Background: an optimization exercise with open tools, aiming at small area and a short achievable clock period. Do not read the settings as production practice. In this exercise RTL edits were held to simulation tests only and were not proved equivalent to the original. Power is estimated from default activity; no workload was simulated.

Design uart_ring_dump_ctrl, start of the top module:
module uart_ring_dump_ctrl #(
  parameter int   DATA_W    = 8,
  parameter int   ADDR_W    = 8,
  parameter logic KEY_PRESS = 1'b0
) (
  input  logic              Clk,
  input  logic              Rst,
  input  logic              Rx_done,
  input  logic [DATA_W-1:0] Rx_byte,
  input  logic              Key_flag,
  input  logic              Key_state,
  input  logic              Mode,
  input  logic              Tx_done,
  output logic              Tx_en,
  output logic [DATA_W-1:0] Tx_data,
  output logic              Busy,
  output logic              Empty,
  output logic              Full,
  output logic [ADDR_W:0]   Count,
  output logic              Overflow
);
  logic        r_busy;        
  logic        r_idle;        
  logic        r_s_rd;
  logic        r_s_wait;
  logic        r_s_send;
  logic        r_s_wtx;
  logic [8:0]  r_count;       
  logic        r_full;
  logic        r_nempty;
  logic        r_empty;       
  logic [8:0]  r_count_n;     
  logic [8:0]  w_count;
  logic        r_overflow;
  logic        r_mode;
  logic [8:0]  r_remain;      
  logic        r_last;        
  logic [7:0]  r_rd_ptr;      
  logic [7:0]  r_scan;        
  logic [7:0]  w_scan_next;
  logic [7:0]  r_scan_hi;     
  logic [31:0] r_scan_lo;
  logic [7:0]  r_wr_ptr;      
  logic [7:0]  r_wr_data;     
  logic [15:0] r_we_hi_n;     
  logic [15:0] r_we_lo_n;     
  logic [7:0]  r_tx_data;     
  logic [7:0]  r_tx_data_n;   
  logic [7:0]  w_q;
  logic w_full, w_inc, w_drop, w_start, w_go, w_pop, w_fin, w_dec;
  assign w_count = ~r_count_n;
  assign w_full  = w_count[8];
  assign w_inc   = Rx_done && !w_full;
  assign w_drop  = Rx_done && w_full;
  assign w_start = r_idle && Key_flag && (Key_state == KEY_PRESS);
  assign w_go    = w_start && !r_empty;
  assign w_pop   = r_s_wtx && Tx_done;
  assign w_fin   = w_pop && r_last;
  assign w_dec   = w_pop && (r_mode == uart_ring_pkg::MODE_DRAIN);
  function automatic logic [15:0] f_dec4(input logic [3:0] a);
    f_dec4 = 16'd1 << a;
  endfunction
  ...
make LEC_CHECK=0 CAP_MARGIN=25 CORE_MARGIN=2 CORE_UTILIZATION=75 CTS_CLUSTER_DIAMETER=60 CTS_CLUSTER_SIZE=30 SETUP_SLACK_MARGIN=4.3 SLEW_MARGIN=25 finish   # period 7.0 ns
run.sh (not shown) runs the stock make flow with config.mk's settings and CLKGATE_MAP_FILE= SYNTH_SCRIPT=/design/flow/synth_recipe.tcl, a recipe that flattens the netlist after the stock synthesis.
Rerun with:
--- a/flow/design.v
+++ b/flow/design.v
@@ -1,54 +1,54 @@
 `default_nettype none
 package uart_ring_pkg;
   localparam logic MODE_DRAIN  = 1'b0;
   localparam logic MODE_REPLAY = 1'b1;
 endpackage
 `default_nettype wire
 `default_nettype none
 module uart_ring_ram (
   input  logic        i_clk,
   input  logic [15:0] i_we_hi_n,
   input  logic [15:0] i_we_lo_n,
-  input  logic [7:0]  i_wr_data,
+  input  logic [3:0][7:0] i_wr_data,   
   input  logic [7:0]  i_rd_hi,
   input  logic [31:0] i_rd_lo,
   output logic [7:0]  o_rd_data
 );
   logic [255:0][7:0] r_mem;
   for (genvar r = 0; r < 256; r++) begin : g_row
     always_ff @(posedge i_clk) begin
       if (!(i_we_hi_n[r / 16] || i_we_lo_n[r % 16])) begin
-        r_mem[r] <= i_wr_data;
+        r_mem[r] <= i_wr_data[r / 64];
       end
     end
   end
   logic [7:0][7:0] w_grp;
-  logic [3:0][7:0] w_qtr;
-  logic [3:0][7:0] r_qtr;
+  logic [7:0][7:0] r_grp;
   always_comb begin
-    for (int k = 0; k < 4; k++) begin
-      w_qtr[k] = '0;
-      for (int i = 2 * k; i < 2 * k + 2; i++) begin
-        w_grp[i] = '0;
-        for (int j = 0; j < 32; j++) begin
-          w_grp[i] = w_grp[i] | ({8{i_rd_lo[j]}} & r_mem[32 * i + j]);
-        end
-        w_qtr[k] = w_qtr[k] | ({8{i_rd_hi[i]}} & w_grp[i]);
+    for (int i = 0; i < 8; i++) begin
+      w_grp[i] = '0;
+      for (int j = 0; j < 32; j++) begin
+        w_grp[i] = w_grp[i] | ({8{i_rd_lo[j]}} & r_mem[32 * i + j]);
       end
     end
   end
   always_ff @(posedge i_clk) begin
-    r_qtr <= w_qtr;
-  end
-  assign o_rd_data = r_qtr[0] | r_qtr[1] | r_qtr[2] | r_qtr[3];
+    r_grp <= w_grp;
+  end
+  always_comb begin
+    o_rd_data = '0;
+    for (int i = 0; i < 8; i++) begin
+      o_rd_data = o_rd_data | ({8{i_rd_hi[i]}} & r_grp[i]);
+    end
+  end
 endmodule
 `default_nettype wire
 `default_nettype none
 module uart_ring_dump_ctrl #(
   parameter int   DATA_W    = 8,
   parameter int   ADDR_W    = 8,
   parameter logic KEY_PRESS = 1'b0
 ) (
   input  logic              Clk,
   input  logic              Rst,
   input  logic              Rx_done,
@@ -80,22 +80,25 @@
   logic        r_overflow;
   logic        r_mode;
   logic [8:0]  r_remain;      
   logic        r_last;        
   logic [7:0]  r_rd_ptr;      
   logic [7:0]  r_scan;        
   logic [7:0]  w_scan_next;
   logic [7:0]  r_scan_hi;     
   logic [31:0] r_scan_lo;
   logic [7:0]  r_wr_ptr;      
   logic [7:0]  r_wr_data;     
+  logic [7:0]  r_wr_data_b;   
+  logic [7:0]  r_wr_data_c_n; 
+  logic [7:0]  r_wr_data_d_n;
   logic [15:0] r_we_hi_n;     
   logic [15:0] r_we_lo_n;     
   logic [7:0]  r_tx_data;     
   logic [7:0]  r_tx_data_n;   
   logic [7:0]  w_q;
   logic w_full, w_inc, w_drop, w_start, w_go, w_pop, w_fin, w_dec;
   assign w_count = ~r_count_n;
   assign w_full  = w_count[8];
   assign w_inc   = Rx_done && !w_full;
   assign w_drop  = Rx_done && w_full;
   assign w_start = r_idle && Key_flag && (Key_state == KEY_PRESS);
@@ -108,23 +111,23 @@
   endfunction
   function automatic logic [7:0] f_dec3(input logic [2:0] a);
     f_dec3 = 8'd1 << a;
   endfunction
   function automatic logic [31:0] f_dec5(input logic [4:0] a);
     f_dec5 = 32'd1 << a;
   endfunction
   uart_ring_ram u_ram (
     .i_clk     (Clk),
     .i_we_hi_n (r_we_hi_n),
     .i_we_lo_n (r_we_lo_n),
-    .i_wr_data (r_wr_data),
+    .i_wr_data ({~r_wr_data_d_n, ~r_wr_data_c_n, r_wr_data_b, r_wr_data}),
     .i_rd_hi   (r_scan_hi),
     .i_rd_lo   (r_scan_lo),
     .o_rd_data (w_q)
   );
   always_ff @(posedge Clk or posedge Rst) begin
     if (Rst) begin
       r_busy   <= 1'b0;
       r_idle   <= 1'b1;
       r_s_rd   <= 1'b0;
       r_s_wait <= 1'b0;
       r_s_send <= 1'b0;
@@ -190,24 +193,34 @@
     r_scan    <= w_scan_next;
     r_scan_hi <= f_dec3(w_scan_next[7:5]);
     r_scan_lo <= f_dec5(w_scan_next[4:0]);
   end
   always_ff @(posedge Clk or posedge Rst) begin
     if (Rst) begin
       r_rd_ptr <= '0;
     end else if (!r_idle && (r_mode == uart_ring_pkg::MODE_DRAIN)) begin
       r_rd_ptr <= r_scan;
     end
   end
+  always_ff @(posedge Clk or posedge Rst) begin
+    if (Rst) begin
+      r_wr_data_b   <= '0;
+      r_wr_data_d_n <= '1;
+    end else begin
+      r_wr_data_b   <= Rx_byte;
+      r_wr_data_d_n <= ~Rx_byte;
+    end
+  end
   always_ff @(posedge Clk) begin
-    r_wr_data <= Rx_byte;
+    r_wr_data     <= Rx_byte;
+    r_wr_data_c_n <= ~Rx_byte;
     r_we_hi_n <= ~f_dec4(r_wr_ptr[7:4]);
     r_we_lo_n <= ~(f_dec4(r_wr_ptr[3:0]) & {16{w_inc}});
   end
   always_ff @(posedge Clk or posedge Rst) begin
     if (Rst) begin
       r_wr_ptr <= '0;
     end else if (w_inc) begin
       r_wr_ptr <= r_wr_ptr + 8'd1;
     end
   end
   always_ff @(posedge Clk or posedge Rst) begin
Critical path depth shrinks by 1.
Cell count climbs slightly.
Via count goes up slightly.
Routed wire length rises slightly.
Area after synthesis is higher slightly.
Die area climbs slightly.
Setup slack improved by 0.039 ns.
Global-route usage drops by 0.33 points.
Sequential power climbs by a little under a tenth.
Clock skew goes up by 0.0035 ns.
Combinational power is higher by well over a third.

========
The RTL this note starts from:
==> flow/design.v <==
`default_nettype none
package uart_ring_pkg;
  localparam logic MODE_DRAIN  = 1'b0;
  localparam logic MODE_REPLAY = 1'b1;
endpackage
`default_nettype wire
`default_nettype none
module uart_ring_ram (
  input  logic        i_clk,
  input  logic [15:0] i_we_hi_n,
  input  logic [15:0] i_we_lo_n,
  input  logic [7:0]  i_wr_data,
  input  logic [7:0]  i_rd_hi,
  input  logic [31:0] i_rd_lo,
  output logic [7:0]  o_rd_data
);
  logic [255:0][7:0] r_mem;
  for (genvar r = 0; r < 256; r++) begin : g_row
    always_ff @(posedge i_clk) begin
      if (!(i_we_hi_n[r / 16] || i_we_lo_n[r % 16])) begin
        r_mem[r] <= i_wr_data;
      end
    end
  end
  logic [7:0][7:0] w_grp;
  logic [3:0][7:0] w_qtr;
  logic [3:0][7:0] r_qtr;
  always_comb begin
    for (int k = 0; k < 4; k++) begin
      w_qtr[k] = '0;
      for (int i = 2 * k; i < 2 * k + 2; i++) begin
        w_grp[i] = '0;
        for (int j = 0; j < 32; j++) begin
          w_grp[i] = w_grp[i] | ({8{i_rd_lo[j]}} & r_mem[32 * i + j]);
        end
        w_qtr[k] = w_qtr[k] | ({8{i_rd_hi[i]}} & w_grp[i]);
      end
    end
  end
  always_ff @(posedge i_clk) begin
    r_qtr <= w_qtr;
  end
  assign o_rd_data = r_qtr[0] | r_qtr[1] | r_qtr[2] | r_qtr[3];
endmodule
`default_nettype wire
`default_nettype none
module uart_ring_dump_ctrl #(
  parameter int   DATA_W    = 8,
  parameter int   ADDR_W    = 8,
  parameter logic KEY_PRESS = 1'b0
) (
  input  logic              Clk,
  input  logic              Rst,
  input  logic              Rx_done,
  input  logic [DATA_W-1:0] Rx_byte,
  input  logic              Key_flag,
  input  logic              Key_state,
  input  logic              Mode,
  input  logic              Tx_done,
  output logic              Tx_en,
  output logic [DATA_W-1:0] Tx_data,
  output logic              Busy,
  output logic              Empty,
  output logic              Full,
  output logic [ADDR_W:0]   Count,
  output logic              Overflow
);
  logic        r_busy;        
  logic        r_idle;        
  logic        r_s_rd;
  logic        r_s_wait;
  logic        r_s_send;
  logic        r_s_wtx;
  logic [8:0]  r_count;       
  logic        r_full;
  logic        r_nempty;
  logic        r_empty;       
  logic [8:0]  r_count_n;     
  logic [8:0]  w_count;
  logic        r_overflow;
  logic        r_mode;
  logic [8:0]  r_remain;      
  logic        r_last;        
  logic [7:0]  r_rd_ptr;      
  logic [7:0]  r_scan_hi;     
  logic [31:0] r_scan_lo;
  logic [7:0]  r_wr_ptr;      
  logic [7:0]  r_wr_data;     
  logic [15:0] r_we_hi_n;     
  logic [15:0] r_we_lo_n;     
  logic [7:0]  r_tx_data;     
  logic [7:0]  r_tx_data_n;   
  logic [7:0]  w_q;
  logic w_full, w_inc, w_drop, w_start, w_go, w_pop, w_fin, w_dec;
  assign w_count = ~r_count_n;
  assign w_full  = w_count[8];
  assign w_inc   = Rx_done && !w_full;
  assign w_drop  = Rx_done && w_full;
  assign w_start = r_idle && Key_flag && (Key_state == KEY_PRESS);
  assign w_go    = w_start && !r_empty;
  assign w_pop   = r_s_wtx && Tx_done;
  assign w_fin   = w_pop && r_last;
  assign w_dec   = w_pop && (r_mode == uart_ring_pkg::MODE_DRAIN);
  function automatic logic [15:0] f_dec4(input logic [3:0] a);
    f_dec4 = 16'd1 << a;
  endfunction
  function automatic logic [7:0] f_dec3(input logic [2:0] a);
    f_dec3 = 8'd1 << a;
  endfunction
  function automatic logic [31:0] f_dec5(input logic [4:0] a);
    f_dec5 = 32'd1 << a;
  endfunction
  function automatic logic [2:0] f_enc8(input logic [7:0] h);
    f_enc8 = '0;
    for (int i = 0; i < 8; i++) begin
      if (h[i]) f_enc8 = f_enc8 | 3'(i);
    end
  endfunction
  function automatic logic [4:0] f_enc32(input logic [31:0] h);
    f_enc32 = '0;
    for (int i = 0; i < 32; i++) begin
      if (h[i]) f_enc32 = f_enc32 | 5'(i);
    end
  endfunction
  uart_ring_ram u_ram (
    .i_clk     (Clk),
    .i_we_hi_n (r_we_hi_n),
    .i_we_lo_n (r_we_lo_n),
    .i_wr_data (r_wr_data),
    .i_rd_hi   (r_scan_hi),
    .i_rd_lo   (r_scan_lo),
    .o_rd_data (w_q)
  );
  always_ff @(posedge Clk or posedge Rst) begin
    if (Rst) begin
      r_busy   <= 1'b0;
      r_idle   <= 1'b1;
      r_s_rd   <= 1'b0;
      r_s_wait <= 1'b0;
      r_s_send <= 1'b0;
      r_s_wtx  <= 1'b0;
    end else begin
      r_busy   <= w_go || (!r_idle && !w_fin);
      r_idle   <= !w_go && (r_idle || w_fin);
      r_s_rd   <= w_go || (w_pop && !r_last);
      r_s_wait <= r_s_rd;
      r_s_send <= r_s_wait;
      r_s_wtx  <= r_s_send || (r_s_wtx && !Tx_done);
    end
  end
  always_ff @(posedge Clk or posedge Rst) begin
    if (Rst) begin
      r_count   <= '0;
      r_full    <= 1'b0;
      r_nempty  <= 1'b0;
      r_empty   <= 1'b1;
      r_count_n <= '1;
    end else if (w_inc && !w_dec) begin
      r_count   <= w_count + 9'd1;
      r_full    <= (w_count == 9'd255);
      r_nempty  <= 1'b1;
      r_empty   <= 1'b0;
      r_count_n <= ~(w_count + 9'd1);
    end else if (w_dec && !w_inc) begin
      r_count   <= w_count - 9'd1;
      r_full    <= 1'b0;
      r_nempty  <= (w_count != 9'd1);
      r_empty   <= (w_count == 9'd1);
      r_count_n <= ~(w_count - 9'd1);
    end
  end
  always_ff @(posedge Clk or posedge Rst) begin
    if (Rst) begin
      r_overflow <= 1'b0;
    end else if (w_drop) begin
      r_overflow <= 1'b1;
    end else if (w_start) begin
      r_overflow <= 1'b0;
    end
  end
  always_ff @(posedge Clk) begin
    if (r_idle) begin
      r_mode    <= Mode;
      r_remain  <= w_count;
      r_scan_hi <= f_dec3(r_rd_ptr[7:5]);
      r_scan_lo <= f_dec5(r_rd_ptr[4:0]);
    end else if (r_s_wait) begin
      r_remain  <= r_remain - 9'd1;
      r_last    <= (r_remain == 9'd1);
      r_scan_lo <= {r_scan_lo[30:0], r_scan_lo[31]};
      if (r_scan_lo[31]) r_scan_hi <= {r_scan_hi[6:0], r_scan_hi[7]};
    end
  end
  always_ff @(posedge Clk or posedge Rst) begin
    if (Rst) begin
      r_rd_ptr <= '0;
    end else if (!r_idle && (r_mode == uart_ring_pkg::MODE_DRAIN)) begin
      r_rd_ptr <= {f_enc8(r_scan_hi), f_enc32(r_scan_lo)};
    end
  end
  always_ff @(posedge Clk) begin
    r_wr_data <= Rx_byte;
    r_we_hi_n <= ~f_dec4(r_wr_ptr[7:4]);
    r_we_lo_n <= ~(f_dec4(r_wr_ptr[3:0]) & {16{w_inc}});
  end
  always_ff @(posedge Clk or posedge Rst) begin
    if (Rst) begin
      r_wr_ptr <= '0;
    end else if (w_inc) begin
      r_wr_ptr <= r_wr_ptr + 8'd1;
    end
  end
  always_ff @(posedge Clk or posedge Rst) begin
    if (Rst) begin
      r_tx_data   <= '0;
      r_tx_data_n <= '1;
    end else if (r_s_wait) begin
      r_tx_data   <= w_q;
      r_tx_data_n <= ~w_q;
    end else begin
      r_tx_data   <= ~r_tx_data_n;
    end
  end
  assign Tx_en    = r_s_send;
  assign Tx_data  = r_tx_data;
  assign Busy     = r_busy;
  assign Empty    = !r_nempty;
  assign Full     = r_full;
  assign Count    = r_count;
  assign Overflow = r_overflow;
endmodule
`default_nettype wire
clock: 7.0 ns
lec_check: 0
cap_margin: 25
core_margin: 2
core_utilization: 75
cts_cluster_diameter: 60
cts_cluster_size: 30
setup_slack_margin: 4.3
slew_margin: 25
Edit:
--- a/flow/design.v
+++ b/flow/design.v
@@ -22,26 +22,26 @@
       end
     end
   end
   logic [7:0][7:0] w_grp;
-  logic [3:0][7:0] w_qtr;
-  logic [3:0][7:0] r_qtr;
+  logic [7:0][7:0] r_grp;
   always_comb begin
-    for (int k = 0; k < 4; k++) begin
-      w_qtr[k] = '0;
-      for (int i = 2 * k; i < 2 * k + 2; i++) begin
-        w_grp[i] = '0;
-        for (int j = 0; j < 32; j++) begin
-          w_grp[i] = w_grp[i] | ({8{i_rd_lo[j]}} & r_mem[32 * i + j]);
-        end
-        w_qtr[k] = w_qtr[k] | ({8{i_rd_hi[i]}} & w_grp[i]);
+    for (int i = 0; i < 8; i++) begin
+      w_grp[i] = '0;
+      for (int j = 0; j < 32; j++) begin
+        w_grp[i] = w_grp[i] | ({8{i_rd_lo[j]}} & r_mem[32 * i + j]);
       end
     end
   end
   always_ff @(posedge i_clk) begin
-    r_qtr <= w_qtr;
-  end
-  assign o_rd_data = r_qtr[0] | r_qtr[1] | r_qtr[2] | r_qtr[3];
+    r_grp <= w_grp;
+  end
+  always_comb begin
+    o_rd_data = '0;
+    for (int i = 0; i < 8; i++) begin
+      o_rd_data = o_rd_data | ({8{i_rd_hi[i]}} & r_grp[i]);
+    end
+  end
 endmodule
 `default_nettype wire
 `default_nettype none
 module uart_ring_dump_ctrl #(
The changed run completed without violations. Wire length hardly moves. Via count is about the same. Clock skew stays flat. Cell area increases by 0.32%. Global-route usage decreases by 0.25 points. Cell count increases by 0.50%. Setup slack degrades by 0.012 ns. Core utilization decreases by 0.20 points. Synthesized cell count increases by 1.2%. Total power increases by 1.4%. Die area increases by 1.3%. Synthesized area increases by 1.3%.

## separate check: timing with driven ports
The flow's constraints put no driver on any port. The routed layouts listed below were extracted and timed again, unchanged, in two steps.
Step 1 (the two cells are an assumption about what drives the block):
set clk [get_ports {Clk}]
set_driving_cell -lib_cell sky130_fd_sc_hd__clkbuf_16 $clk
set_driving_cell -lib_cell sky130_fd_sc_hd__buf_2 [delete_from_list [all_inputs] $clk]
Step 2 moves the port delays by t, midway between the first and last clock arrival at a register: inputs arrive t later, outputs are due t later. That takes back most of the time a late clock gives input paths.
a / b / c = ideal ports / drivers / drivers and shift; a / b = the first two.
run	shift t [ns]	setup slack, ns	hold slack, ns	slew at the worst register clock pin (ns)	worst slew at a driven data input, ns
the first run of note 1	0.863	4.201 / 4.174 / 3.753	0.355 / 0.355 / 0.355	0.11 / 0.11	0.04
the second run of note 1	0.859	4.240 / 4.203 / 3.606	0.392 / 0.392 / 0.392	0.11 / 0.11	0.19
the first run of note 2	0.857	4.175 / 4.101 / 3.890	0.374 / 0.374 / 0.374	0.10 / 0.10	0.03
the second run of note 2	0.849	4.163 / 4.163 / 3.594	0.364 / 0.364 / 0.364	0.11 / 0.11	0.04
After both steps setup and hold are still met in every run listed. For the second run of note 1, which loses most, drivers alone change the setup slack by -0.037 ns; drivers and shift together by -0.634 ns.
